Background: an optimization exercise with open tools, aiming at small area, a short achievable clock period and few clock cycles per item. Do not read the settings as production practice.
The RTL was checked by simulation tests, not by an equivalence proof against the original design.

==> 07-05 <==
==> flow/design.v (excerpt) <==
module sha256_stream_hasher_top (
	input  logic       clk,
	input  logic       arst_n,
	input  logic       s_axis_tvalid,
	output logic       s_axis_tready,
	input  logic [7:0] s_axis_tdata,
	input  logic       s_axis_tuser,
	output logic       m_axis_tvalid,
	input  logic       m_axis_tready,
	output logic [7:0] m_axis_tdata,
	output logic       m_axis_tlast,
	input  logic       cfg_we,
	input  logic [5:0] cfg_wdata
);
	typedef logic [31:0] word_t;
	logic [5:0] dlen_q;
	always_ff @(posedge clk or negedge arst_n) begin
		if (!arst_n)
			dlen_q <= 6'd32;
		else if (cfg_we)
			dlen_q <= cfg_wdata;
	end
	logic       rdy_q;
	logic       v1_q, f1_q;
	logic [7:0] d1_q;
	logic       acc;
	assign s_axis_tready = rdy_q;
	assign acc = s_axis_tvalid && rdy_q;
	always_ff @(posedge clk or negedge arst_n) begin
		if (!arst_n)
			v1_q <= 1'b0;
		else
			v1_q <= acc;
	end
	always_ff @(posedge clk) begin
		f1_q <= s_axis_tuser;
		d1_q <= s_axis_tdata;
	end
	localparam logic [1:0] M_DATA = 2'd0, M_PAD = 2'd1, M_LEN = 2'd2;
	logic [511:0] blk_q;           
	logic [6:0]   fc_q, fc_base, fc_d;
	logic [1:0]   md_q, md_d;
	logic         nb_q;            
	logic         bfirst_q, blast_q;
	logic [60:0]  cnt_q;           
	logic         load;            
	logic         room, sh;
	logic [7:0]   sb;
	logic [63:0]  bitlen;
  ...
clock: 12.0 ns
lec_check: 0
cap_margin: 20
core_margin: 2
core_utilization: 45
place_density: 0.6
slew_margin: 20
run.sh (not shown) runs the stock make flow with config.mk's settings and CLKGATE_MAP_FILE= SYNTH_SCRIPT=/design/flow/synth_recipe.tcl, a recipe that flattens the netlist after the stock synthesis.
==> 07-16 (differences from 07-05) <==
--- a/flow/design.v
+++ b/flow/design.v
@@ -93,23 +93,25 @@
 		d1_q <= s_axis_tdata;
 	end
 	localparam logic [1:0] M_DATA = 2'd0, M_PAD = 2'd1, M_LEN = 2'd2;
 	logic [511:0] blk_q;           
 	logic [6:0]   fc_q, fc_base, fc_d;
 	logic [1:0]   md_q, md_d;
 	logic         nb_q;            
 	logic         bfirst_q, blast_q;
-	logic [60:0]  cnt_q;           
+	logic [54:0]  hi_q;            
+	logic [5:0]   lo_q;            
+	logic         hinc_q;          
 	logic         load;            
 	logic         room, sh;
 	logic [7:0]   sb;
 	logic [63:0]  bitlen;
 	logic         rdy_d;
-	assign bitlen = {cnt_q, 3'b000};
+	assign bitlen = {hi_q, lo_q, 3'b000};
 	assign room = !fc_q[6] || load;
 	assign fc_base = load ? 7'd0 : fc_q;
 	always_comb begin
 		sh = 1'b0;
 		sb = 8'h00;
 		md_d = md_q;
 		case (md_q)
 			M_DATA: begin
@@ -130,58 +132,64 @@
 		if (md_q == M_LEN && fc_d == 7'd64)
 			md_d = M_DATA;
 		rdy_d = md_d == M_DATA && !(acc && s_axis_tuser) &&
 			(fc_d <= 7'd62 || (fc_d == 7'd63 && !acc));
 	end
 	always_ff @(posedge clk) begin
 		if (sh)
 			blk_q <= {blk_q[503:0], sb};
+		if (md_q == M_DATA && v1_q && f1_q)
+			lo_q <= fc_q[5:0];
 	end
 	always_ff @(posedge clk or negedge arst_n) begin
 		if (!arst_n) begin
 			fc_q <= '0;
 			md_q <= M_DATA;
 			nb_q <= 1'b1;
 			bfirst_q <= 1'b0;
 			blast_q <= 1'b0;
-			cnt_q <= '0;
+			hi_q <= '0;
+			hinc_q <= 1'b0;
 			rdy_q <= 1'b0;
 		end else begin
 			fc_q <= fc_d;
 			md_q <= md_d;
 			rdy_q <= rdy_d;
-			if (md_q == M_DATA && v1_q && !f1_q)
-				cnt_q <= cnt_q + 61'd1;
+			hinc_q <= md_q == M_DATA && v1_q && !f1_q && fc_q[5:0] == 6'd63;
+			if (hinc_q)
+				hi_q <= hi_q + 55'd1;
 			else if (md_q == M_LEN && fc_d == 7'd64)
-				cnt_q <= '0;
+				hi_q <= '0;
 			if (sh && fc_d == 7'd64) begin
 				bfirst_q <= nb_q;
 				blast_q <= md_q == M_LEN;
 				nb_q <= md_q == M_LEN;
 			end
 		end
 	end
 	localparam logic [1:0] E_IDLE = 2'd0, E_ROUND = 2'd1, E_ADD = 2'd2, E_STALL = 2'd3;
 	logic [1:0]  ph_q;             
 	logic [1:0]  st_q;
-	logic [5:0]  rc_q;             
+	logic [5:0]  rc_q, rc_d;       
+	logic [5:0]  rcn_q;            
+	word_t       kc_q;              
 	logic        lq_q;             
 	logic        nf_q, nl_q;       
 	logic        f_q, l_q;         
 	logic        viv_q;            
 	logic        dpend_q;          
 	word_t a_q, b_q, c_q, d_q, e_q, f_q2, g_q, h_q2;
 	word_t p_q;                    
 	logic [511:0] w_q;             
 	word_t ha_q [4];               
 	word_t he_q [4];               
 	word_t w0, w1, w9, w14, wnew;
 	word_t s0, s1, ch, mj, a_new, e_new;
-	word_t t_s, t_c, e_s, e_c, u_s, u_c, v_s, v_c, q_s, q_c, x_s, x_c, y_s, y_c;
+	word_t r_s, r_c, t_s, t_c, e_s, e_c, u_s, u_c, v_s, v_c, q_s, q_c, x_s, x_c, y_s, y_c;
 	function automatic logic [63:0] csa(input word_t x, input word_t y, input word_t z);
 		word_t cy;
 		cy = (x & y) | (z & (x | y));
 		csa = {x ^ y ^ z, cy[30:0], 1'b0};
 	endfunction
 	word_t xa, xe, ya, ye, sa, se, iva, ive, a_in, e_in;
 	logic  add, ivsel;
 	assign w0  = w_q[511:480];
@@ -190,101 +198,106 @@
 	assign w14 = w_q[63:32];
 	assign {x_s, x_c} = csa(sha256_pkg::ssig1(w14), w9, sha256_pkg::ssig0(w1));
 	assign {y_s, y_c} = csa(x_s, x_c, w0);
 	assign wnew = y_s + y_c;
 	assign s1 = sha256_pkg::bsig1(e_q);
 	assign ch = (e_q & f_q2) ^ (~e_q & g_q);
 	assign s0 = sha256_pkg::bsig0(a_q);
 	assign mj = (a_q & b_q) | (c_q & (a_q | b_q));
-	assign {t_s, t_c} = csa(p_q, s1, ch);
-	assign {e_s, e_c} = csa(t_s, t_c, d_q);
-	assign {u_s, u_c} = csa(t_s, t_c, s0);
-	assign {v_s, v_c} = csa(u_s, u_c, mj);
+	assign {t_s, t_c} = csa(p_q, ch, mj);
+	assign {u_s, u_c} = csa(t_s, t_c, s1);
+	assign {v_s, v_c} = csa(u_s, u_c, s0);
+	assign {r_s, r_c} = csa(p_q, ch, d_q);
+	assign {e_s, e_c} = csa(r_s, r_c, s1);
 	assign e_new = e_s + e_c;
 	assign a_new = v_s + v_c;
-	assign {q_s, q_c} = csa(g_q, sha256_pkg::round_k(rc_q), w0);
+	assign {q_s, q_c} = csa(g_q, kc_q, w0);
 	assign add = st_q == E_ADD;
 	assign iva = sha256_pkg::init_h({1'b0, ~ph_q});
 	assign ive = sha256_pkg::init_h({1'b1, ~ph_q});
 	assign xa = (add && f_q) ? iva : ha_q[3];
 	assign xe = (add && f_q) ? ive : he_q[3];
 	assign ya = add ? d_q : '0;
 	assign ye = add ? h_q2 : '0;
 	assign sa = xa + ya;
 	assign se = xe + ye;
 	assign ivsel = (add && l_q) || (st_q == E_IDLE && viv_q);
 	assign a_in = ivsel ? iva : add ? sa : d_q;
 	assign e_in = ivsel ? ive : add ? se : h_q2;
+	assign rc_d = load ? 6'd0 : rcn_q;
 	assign load = fc_q[6] && ph_q == 2'd2 && (st_q == E_IDLE || st_q == E_ADD);
 	always_ff @(posedge clk) begin
 		a_q <= (st_q == E_ROUND) ? a_new : a_in;
 		b_q <= a_q;
 		c_q <= b_q;
 		d_q <= c_q;
 		e_q <= (st_q == E_ROUND) ? e_new : e_in;
 		f_q2 <= e_q;
 		g_q <= f_q2;
 		h_q2 <= g_q;
 		p_q <= q_s + q_c;
+		kc_q <= load ? sha256_pkg::round_k(6'd0) : sha256_pkg::round_k(rcn_q);
 		if (load)
 			w_q <= blk_q;
 		else
 			w_q <= {w_q[479:0], wnew};
 		ha_q[0] <= sa;
 		ha_q[1] <= ha_q[0];
 		ha_q[2] <= ha_q[1];
 		ha_q[3] <= ha_q[2];
 		he_q[0] <= se;
 		he_q[1] <= he_q[0];
 		he_q[2] <= he_q[1];
 		he_q[3] <= he_q[2];
 	end
-	logic [4:0] k_q;
+	logic [4:0] kr_q;
 	logic [5:0] nlim_q, ncap;
 	logic       ov_q, ol_q;
 	logic [7:0] od_q;
 	logic       oload;
 	word_t      hw;
 	logic [1:0] hpos;
 	logic [7:0] hbyte;
 	logic       klast;
 	assign ncap = (dlen_q > 6'd32) ? 6'd32 : dlen_q;
-	assign hpos = k_q[3:2] + ph_q;
-	assign hw = k_q[4] ? he_q[hpos] : ha_q[hpos];
-	assign hbyte = hw[8 * (3 - k_q[1:0]) +: 8];
-	assign klast = {1'b0, k_q} == nlim_q - 6'd1;
+	assign hpos = kr_q[3:2] + ph_q;
+	assign hw = kr_q[4] ? he_q[hpos] : ha_q[hpos];
+	assign hbyte = hw[8 * (3 - kr_q[1:0]) +: 8];
+	assign klast = {1'b0, kr_q} == nlim_q - 6'd1;
 	assign oload = !ov_q || m_axis_tready;
 	assign m_axis_tvalid = ov_q;
 	assign m_axis_tdata = od_q;
 	assign m_axis_tlast = ol_q;
 	always_ff @(posedge clk) begin
 		if (oload) begin
 			od_q <= hbyte;
 			ol_q <= klast;
 		end
 	end
 	always_ff @(posedge clk or negedge arst_n) begin
 		if (!arst_n) begin
 			ph_q <= '0;
 			st_q <= E_IDLE;
 			rc_q <= '0;
+			rcn_q <= 6'd1;
 			lq_q <= 1'b0;
 			nf_q <= 1'b0;
 			nl_q <= 1'b0;
 			f_q <= 1'b0;
 			l_q <= 1'b0;
 			viv_q <= 1'b1;
 			dpend_q <= 1'b0;
-			k_q <= '0;
+			kr_q <= '0;
 			nlim_q <= '0;
 			ov_q <= 1'b0;
 		end else begin
 			ph_q <= ph_q + 2'd1;
-			rc_q <= load ? 6'd0 : rc_q + 6'd1;
+			rc_q <= rc_d;
+			rcn_q <= rc_d + 6'd1;
 			if (load) begin
 				lq_q <= 1'b1;
 				nf_q <= bfirst_q;
 				nl_q <= blast_q;
 			end
 			if (ph_q == 2'd3) begin
 				case (st_q)
 					E_ROUND:
@@ -303,22 +316,22 @@
 						end else begin
 							st_q <= E_IDLE;
 						end
 				endcase
 				if (add && l_q) begin
 					viv_q <= !lq_q;
 					dpend_q <= ncap != 6'd0;
 					nlim_q <= ncap;
-					k_q <= '0;
+					kr_q <= '0;
 				end
 			end
 			if (oload) begin
 				ov_q <= dpend_q;
 				if (dpend_q) begin
-					k_q <= k_q + 5'd1;
+					kr_q <= kr_q + 5'd1;
 					if (klast)
 						dpend_q <= 1'b0;
 				end
 			end
 		end
 	end
 endmodule
==> flow/flow/run.sh (new file) <==
#!/bin/bash
set -o pipefail
cp standard.sh standard_sh_copy.log
export SETUP_SLACK_MARGIN=8
bash standard.sh > standard.log 2>&1
==> flow/standard.sh (new file) <==
#!/bin/bash
# synth_recipe.tcl (not shown) runs the flow's synth.tcl, then flattens the netlist and writes it again
# the make line also repeats each setting of config.mk as NAME=value (left out here)
make -C /OpenROAD-flow-scripts/flow DESIGN_CONFIG=/design/flow/config.mk WORK_HOME=/design/flow/orfs CLKGATE_MAP_FILE= SYNTH_SCRIPT=/design/flow/synth_recipe.tcl "${@:-finish}"
CTS_BUF_LIST = sky130_fd_sc_hd__clkbuf_8   (was unset)
CTS_CLUSTER_SIZE = 30   (was unset)
removed: flow/run.sh
==> 02-21 (differences from 07-05) <==
--- a/flow/design.v
+++ b/flow/design.v
@@ -93,23 +93,25 @@
 		d1_q <= s_axis_tdata;
 	end
 	localparam logic [1:0] M_DATA = 2'd0, M_PAD = 2'd1, M_LEN = 2'd2;
 	logic [511:0] blk_q;           
 	logic [6:0]   fc_q, fc_base, fc_d;
 	logic [1:0]   md_q, md_d;
 	logic         nb_q;            
 	logic         bfirst_q, blast_q;
-	logic [60:0]  cnt_q;           
+	logic [54:0]  hi_q;            
+	logic [5:0]   lo_q;            
+	logic         hinc_q;          
 	logic         load;            
 	logic         room, sh;
 	logic [7:0]   sb;
 	logic [63:0]  bitlen;
 	logic         rdy_d;
-	assign bitlen = {cnt_q, 3'b000};
+	assign bitlen = {hi_q, lo_q, 3'b000};
 	assign room = !fc_q[6] || load;
 	assign fc_base = load ? 7'd0 : fc_q;
 	always_comb begin
 		sh = 1'b0;
 		sb = 8'h00;
 		md_d = md_q;
 		case (md_q)
 			M_DATA: begin
@@ -130,58 +132,64 @@
 		if (md_q == M_LEN && fc_d == 7'd64)
 			md_d = M_DATA;
 		rdy_d = md_d == M_DATA && !(acc && s_axis_tuser) &&
 			(fc_d <= 7'd62 || (fc_d == 7'd63 && !acc));
 	end
 	always_ff @(posedge clk) begin
 		if (sh)
 			blk_q <= {blk_q[503:0], sb};
+		if (md_q == M_DATA && v1_q && f1_q)
+			lo_q <= fc_q[5:0];
 	end
 	always_ff @(posedge clk or negedge arst_n) begin
 		if (!arst_n) begin
 			fc_q <= '0;
 			md_q <= M_DATA;
 			nb_q <= 1'b1;
 			bfirst_q <= 1'b0;
 			blast_q <= 1'b0;
-			cnt_q <= '0;
+			hi_q <= '0;
+			hinc_q <= 1'b0;
 			rdy_q <= 1'b0;
 		end else begin
 			fc_q <= fc_d;
 			md_q <= md_d;
 			rdy_q <= rdy_d;
-			if (md_q == M_DATA && v1_q && !f1_q)
-				cnt_q <= cnt_q + 61'd1;
+			hinc_q <= md_q == M_DATA && v1_q && !f1_q && fc_q[5:0] == 6'd63;
+			if (hinc_q)
+				hi_q <= hi_q + 55'd1;
 			else if (md_q == M_LEN && fc_d == 7'd64)
-				cnt_q <= '0;
+				hi_q <= '0;
 			if (sh && fc_d == 7'd64) begin
 				bfirst_q <= nb_q;
 				blast_q <= md_q == M_LEN;
 				nb_q <= md_q == M_LEN;
 			end
 		end
 	end
 	localparam logic [1:0] E_IDLE = 2'd0, E_ROUND = 2'd1, E_ADD = 2'd2, E_STALL = 2'd3;
 	logic [1:0]  ph_q;             
 	logic [1:0]  st_q;
-	logic [5:0]  rc_q;             
+	logic [5:0]  rc_q, rc_d;       
+	logic [5:0]  rcn_q;            
+	word_t       kc_q;              
 	logic        lq_q;             
 	logic        nf_q, nl_q;       
 	logic        f_q, l_q;         
 	logic        viv_q;            
 	logic        dpend_q;          
 	word_t a_q, b_q, c_q, d_q, e_q, f_q2, g_q, h_q2;
 	word_t p_q;                    
 	logic [511:0] w_q;             
 	word_t ha_q [4];               
 	word_t he_q [4];               
 	word_t w0, w1, w9, w14, wnew;
 	word_t s0, s1, ch, mj, a_new, e_new;
-	word_t t_s, t_c, e_s, e_c, u_s, u_c, v_s, v_c, q_s, q_c, x_s, x_c, y_s, y_c;
+	word_t r_s, r_c, t_s, t_c, e_s, e_c, u_s, u_c, v_s, v_c, q_s, q_c, x_s, x_c, y_s, y_c;
 	function automatic logic [63:0] csa(input word_t x, input word_t y, input word_t z);
 		word_t cy;
 		cy = (x & y) | (z & (x | y));
 		csa = {x ^ y ^ z, cy[30:0], 1'b0};
 	endfunction
 	word_t xa, xe, ya, ye, sa, se, iva, ive, a_in, e_in;
 	logic  add, ivsel;
 	assign w0  = w_q[511:480];
@@ -190,101 +198,106 @@
 	assign w14 = w_q[63:32];
 	assign {x_s, x_c} = csa(sha256_pkg::ssig1(w14), w9, sha256_pkg::ssig0(w1));
 	assign {y_s, y_c} = csa(x_s, x_c, w0);
 	assign wnew = y_s + y_c;
 	assign s1 = sha256_pkg::bsig1(e_q);
 	assign ch = (e_q & f_q2) ^ (~e_q & g_q);
 	assign s0 = sha256_pkg::bsig0(a_q);
 	assign mj = (a_q & b_q) | (c_q & (a_q | b_q));
-	assign {t_s, t_c} = csa(p_q, s1, ch);
-	assign {e_s, e_c} = csa(t_s, t_c, d_q);
-	assign {u_s, u_c} = csa(t_s, t_c, s0);
-	assign {v_s, v_c} = csa(u_s, u_c, mj);
+	assign {t_s, t_c} = csa(p_q, ch, mj);
+	assign {u_s, u_c} = csa(t_s, t_c, s1);
+	assign {v_s, v_c} = csa(u_s, u_c, s0);
+	assign {r_s, r_c} = csa(p_q, ch, d_q);
+	assign {e_s, e_c} = csa(r_s, r_c, s1);
 	assign e_new = e_s + e_c;
 	assign a_new = v_s + v_c;
-	assign {q_s, q_c} = csa(g_q, sha256_pkg::round_k(rc_q), w0);
+	assign {q_s, q_c} = csa(g_q, kc_q, w0);
 	assign add = st_q == E_ADD;
 	assign iva = sha256_pkg::init_h({1'b0, ~ph_q});
 	assign ive = sha256_pkg::init_h({1'b1, ~ph_q});
 	assign xa = (add && f_q) ? iva : ha_q[3];
 	assign xe = (add && f_q) ? ive : he_q[3];
 	assign ya = add ? d_q : '0;
 	assign ye = add ? h_q2 : '0;
 	assign sa = xa + ya;
 	assign se = xe + ye;
 	assign ivsel = (add && l_q) || (st_q == E_IDLE && viv_q);
 	assign a_in = ivsel ? iva : add ? sa : d_q;
 	assign e_in = ivsel ? ive : add ? se : h_q2;
+	assign rc_d = load ? 6'd0 : rcn_q;
 	assign load = fc_q[6] && ph_q == 2'd2 && (st_q == E_IDLE || st_q == E_ADD);
 	always_ff @(posedge clk) begin
 		a_q <= (st_q == E_ROUND) ? a_new : a_in;
 		b_q <= a_q;
 		c_q <= b_q;
 		d_q <= c_q;
 		e_q <= (st_q == E_ROUND) ? e_new : e_in;
 		f_q2 <= e_q;
 		g_q <= f_q2;
 		h_q2 <= g_q;
 		p_q <= q_s + q_c;
+		kc_q <= load ? sha256_pkg::round_k(6'd0) : sha256_pkg::round_k(rcn_q);
 		if (load)
 			w_q <= blk_q;
 		else
 			w_q <= {w_q[479:0], wnew};
 		ha_q[0] <= sa;
 		ha_q[1] <= ha_q[0];
 		ha_q[2] <= ha_q[1];
 		ha_q[3] <= ha_q[2];
 		he_q[0] <= se;
 		he_q[1] <= he_q[0];
 		he_q[2] <= he_q[1];
 		he_q[3] <= he_q[2];
 	end
-	logic [4:0] k_q;
+	logic [4:0] kr_q;
 	logic [5:0] nlim_q, ncap;
 	logic       ov_q, ol_q;
 	logic [7:0] od_q;
 	logic       oload;
 	word_t      hw;
 	logic [1:0] hpos;
 	logic [7:0] hbyte;
 	logic       klast;
 	assign ncap = (dlen_q > 6'd32) ? 6'd32 : dlen_q;
-	assign hpos = k_q[3:2] + ph_q;
-	assign hw = k_q[4] ? he_q[hpos] : ha_q[hpos];
-	assign hbyte = hw[8 * (3 - k_q[1:0]) +: 8];
-	assign klast = {1'b0, k_q} == nlim_q - 6'd1;
+	assign hpos = kr_q[3:2] + ph_q;
+	assign hw = kr_q[4] ? he_q[hpos] : ha_q[hpos];
+	assign hbyte = hw[8 * (3 - kr_q[1:0]) +: 8];
+	assign klast = {1'b0, kr_q} == nlim_q - 6'd1;
 	assign oload = !ov_q || m_axis_tready;
 	assign m_axis_tvalid = ov_q;
 	assign m_axis_tdata = od_q;
 	assign m_axis_tlast = ol_q;
 	always_ff @(posedge clk) begin
 		if (oload) begin
 			od_q <= hbyte;
 			ol_q <= klast;
 		end
 	end
 	always_ff @(posedge clk or negedge arst_n) begin
 		if (!arst_n) begin
 			ph_q <= '0;
 			st_q <= E_IDLE;
 			rc_q <= '0;
+			rcn_q <= 6'd1;
 			lq_q <= 1'b0;
 			nf_q <= 1'b0;
 			nl_q <= 1'b0;
 			f_q <= 1'b0;
 			l_q <= 1'b0;
 			viv_q <= 1'b1;
 			dpend_q <= 1'b0;
-			k_q <= '0;
+			kr_q <= '0;
 			nlim_q <= '0;
 			ov_q <= 1'b0;
 		end else begin
 			ph_q <= ph_q + 2'd1;
-			rc_q <= load ? 6'd0 : rc_q + 6'd1;
+			rc_q <= rc_d;
+			rcn_q <= rc_d + 6'd1;
 			if (load) begin
 				lq_q <= 1'b1;
 				nf_q <= bfirst_q;
 				nl_q <= blast_q;
 			end
 			if (ph_q == 2'd3) begin
 				case (st_q)
 					E_ROUND:
@@ -303,22 +316,22 @@
 						end else begin
 							st_q <= E_IDLE;
 						end
 				endcase
 				if (add && l_q) begin
 					viv_q <= !lq_q;
 					dpend_q <= ncap != 6'd0;
 					nlim_q <= ncap;
-					k_q <= '0;
+					kr_q <= '0;
 				end
 			end
 			if (oload) begin
 				ov_q <= dpend_q;
 				if (dpend_q) begin
-					k_q <= k_q + 5'd1;
+					kr_q <= kr_q + 5'd1;
 					if (klast)
 						dpend_q <= 1'b0;
 				end
 			end
 		end
 	end
 endmodule
==> flow/flow/run.sh (new file) <==
#!/bin/bash
set -o pipefail
cp standard.sh standard_sh_copy.log
export SETUP_SLACK_MARGIN=8
bash standard.sh > standard.log 2>&1
==> flow/standard.sh (new file) <==
#!/bin/bash
# synth_recipe.tcl (not shown) runs the flow's synth.tcl, then flattens the netlist and writes it again
# the make line also repeats each setting of config.mk as NAME=value (left out here)
make -C /OpenROAD-flow-scripts/flow DESIGN_CONFIG=/design/flow/config.mk WORK_HOME=/design/flow/orfs CLKGATE_MAP_FILE= SYNTH_SCRIPT=/design/flow/synth_recipe.tcl "${@:-finish}"
CORE_UTILIZATION = 55   (was 45)
CTS_BUF_LIST = sky130_fd_sc_hd__clkbuf_16   (was unset)
CTS_CLUSTER_DIAMETER = 60   (was unset)
CTS_CLUSTER_SIZE = 30   (was unset)
PLACE_DENSITY = 0.7   (was 0.6)
removed: flow/run.sh
==> 02-01 (differences from 07-05) <==
--- a/flow/design.v
+++ b/flow/design.v
@@ -170,43 +170,31 @@
 	logic        viv_q;            
 	logic        dpend_q;          
 	word_t a_q, b_q, c_q, d_q, e_q, f_q2, g_q, h_q2;
 	word_t p_q;                    
 	logic [511:0] w_q;             
 	word_t ha_q [4];               
 	word_t he_q [4];               
 	word_t w0, w1, w9, w14, wnew;
-	word_t s0, s1, ch, mj, a_new, e_new;
-	word_t t_s, t_c, e_s, e_c, u_s, u_c, v_s, v_c, q_s, q_c, x_s, x_c, y_s, y_c;
-	function automatic logic [63:0] csa(input word_t x, input word_t y, input word_t z);
-		word_t cy;
-		cy = (x & y) | (z & (x | y));
-		csa = {x ^ y ^ z, cy[30:0], 1'b0};
-	endfunction
+	word_t s0, s1, ch, mj, t_sum, a_new, e_new;
 	word_t xa, xe, ya, ye, sa, se, iva, ive, a_in, e_in;
 	logic  add, ivsel;
 	assign w0  = w_q[511:480];
 	assign w1  = w_q[479:448];
 	assign w9  = w_q[223:192];
 	assign w14 = w_q[63:32];
-	assign {x_s, x_c} = csa(sha256_pkg::ssig1(w14), w9, sha256_pkg::ssig0(w1));
-	assign {y_s, y_c} = csa(x_s, x_c, w0);
-	assign wnew = y_s + y_c;
+	assign wnew = sha256_pkg::ssig1(w14) + w9 + sha256_pkg::ssig0(w1) + w0;
 	assign s1 = sha256_pkg::bsig1(e_q);
 	assign ch = (e_q & f_q2) ^ (~e_q & g_q);
 	assign s0 = sha256_pkg::bsig0(a_q);
 	assign mj = (a_q & b_q) | (c_q & (a_q | b_q));
-	assign {t_s, t_c} = csa(p_q, s1, ch);
-	assign {e_s, e_c} = csa(t_s, t_c, d_q);
-	assign {u_s, u_c} = csa(t_s, t_c, s0);
-	assign {v_s, v_c} = csa(u_s, u_c, mj);
-	assign e_new = e_s + e_c;
-	assign a_new = v_s + v_c;
-	assign {q_s, q_c} = csa(g_q, sha256_pkg::round_k(rc_q), w0);
+	assign t_sum = p_q + s1 + ch;
+	assign e_new = t_sum + d_q;
+	assign a_new = t_sum + s0 + mj;
 	assign add = st_q == E_ADD;
 	assign iva = sha256_pkg::init_h({1'b0, ~ph_q});
 	assign ive = sha256_pkg::init_h({1'b1, ~ph_q});
 	assign xa = (add && f_q) ? iva : ha_q[3];
 	assign xe = (add && f_q) ? ive : he_q[3];
 	assign ya = add ? d_q : '0;
 	assign ye = add ? h_q2 : '0;
 	assign sa = xa + ya;
@@ -219,17 +207,17 @@
 		a_q <= (st_q == E_ROUND) ? a_new : a_in;
 		b_q <= a_q;
 		c_q <= b_q;
 		d_q <= c_q;
 		e_q <= (st_q == E_ROUND) ? e_new : e_in;
 		f_q2 <= e_q;
 		g_q <= f_q2;
 		h_q2 <= g_q;
-		p_q <= q_s + q_c;
+		p_q <= g_q + sha256_pkg::round_k(rc_q) + w0;
 		if (load)
 			w_q <= blk_q;
 		else
 			w_q <= {w_q[479:0], wnew};
 		ha_q[0] <= sa;
 		ha_q[1] <= ha_q[0];
 		ha_q[2] <= ha_q[1];
 		ha_q[3] <= ha_q[2];
==> flow_metrics.tcl <==
set metrics [dict create \
    async_flop_share_pct 6.49 \
    status "finished clean" \
    hold-worst-slack_ns 0.324 \
    num_vias 51300 \
    seq_area_um2 39700 \
    post_drt_wl_per_cell_um 22.9 \
    multi_input_area_um2 31800 \
    use_met1_pct 36.1 \
    clk_path_buf_depth 3 \
]
the above is filed under 02-01

==> flow_metrics.tcl <==
set metrics [dict create \
    num_vias 50500 \
    clk_path_buf_depth 3 \
    use_met1_pct 32.5 \
    hold-worst-slack_ns 0.320 \
    status "finished clean" \
    async_flop_share_pct 6.49 \
    seq_area_um2 39700 \
]
the above is filed under 07-05

==> flow_metrics.tcl <==
set metrics [dict create \
    grt-ovfl-total 0 \
    post_drt_wl_per_cell_um 23.0 \
    multi_input_area_um2 34800 \
    status "finished clean" \
    seq_area_um2 40900 \
    post-route-min-period_ns 4.83 \
    async_flop_share_pct 6.40 \
    clk_path_buf_depth 3 \
    num_vias 52400 \
    hold-worst-slack_ns 0.324 \
]
the above is filed under 02-21

==> flow_metrics.tcl <==
set metrics [dict create \
    status "finished clean" \
    synth-compound-area-share_pct 9.06 \
    seq_area_um2 40800 \
    inverters 467 \
    cts_made_buffers 307 \
    hold-worst-slack_ns 0.295 \
    avgSynthCellArea_um2 10.4 \
    async_flop_share_pct 6.40 \
    clk_path_buf_depth 4 \
    post_drt_wl_per_cell_um 22.8 \
    num_vias 52900 \
    slew_headroom_pct 16.7 \
    multi_input_area_um2 34400 \
    worst_slew_pin_slew_ns 1.24 \
]
the above is filed under 07-16

Testbench counts of 07-05, summed over its fixed seeds: cycles 53,092, bytes 44,000.
Testbench counts of 07-16, summed over its fixed seeds: cycles 53,092, bytes 44,000.
Testbench counts of 02-21, summed over its fixed seeds: cycles 53,092, bytes 44,000.
Testbench counts of 02-01, summed over its fixed seeds: cycles 53,092, bytes 44,000.

## port drivers added, routing unchanged
No port has a modelled driver above. Below, the same layouts with a new extraction and two added sets of constraints. Step 1 sets driving cells, clkbuf_16 on the clock port and buf_2 on the other inputs (assumed; they add their load-dependent delay and slew). Step 2 times the ports against the registers' clock, not the clock port: input delays grow and output delays shrink by t, the midpoint of the rising clock arrivals with the driver on. Three values: ideal, step 1, step 2; two values: the first two.
run | t, ns | slack for setup (ns) | pins driven straight from the clock port
07-05 | 0.879 | 4.871 / 4.871 / 4.871 | 1
07-16 | 1.086 | 7.185 / 7.185 / 7.185 | 1
02-21 | 0.848 | 7.166 / 7.166 / 7.166 | 1
02-01 | 0.903 | 4.956 / 4.956 / 4.956 | 1
After both steps every run listed still meets setup and hold.
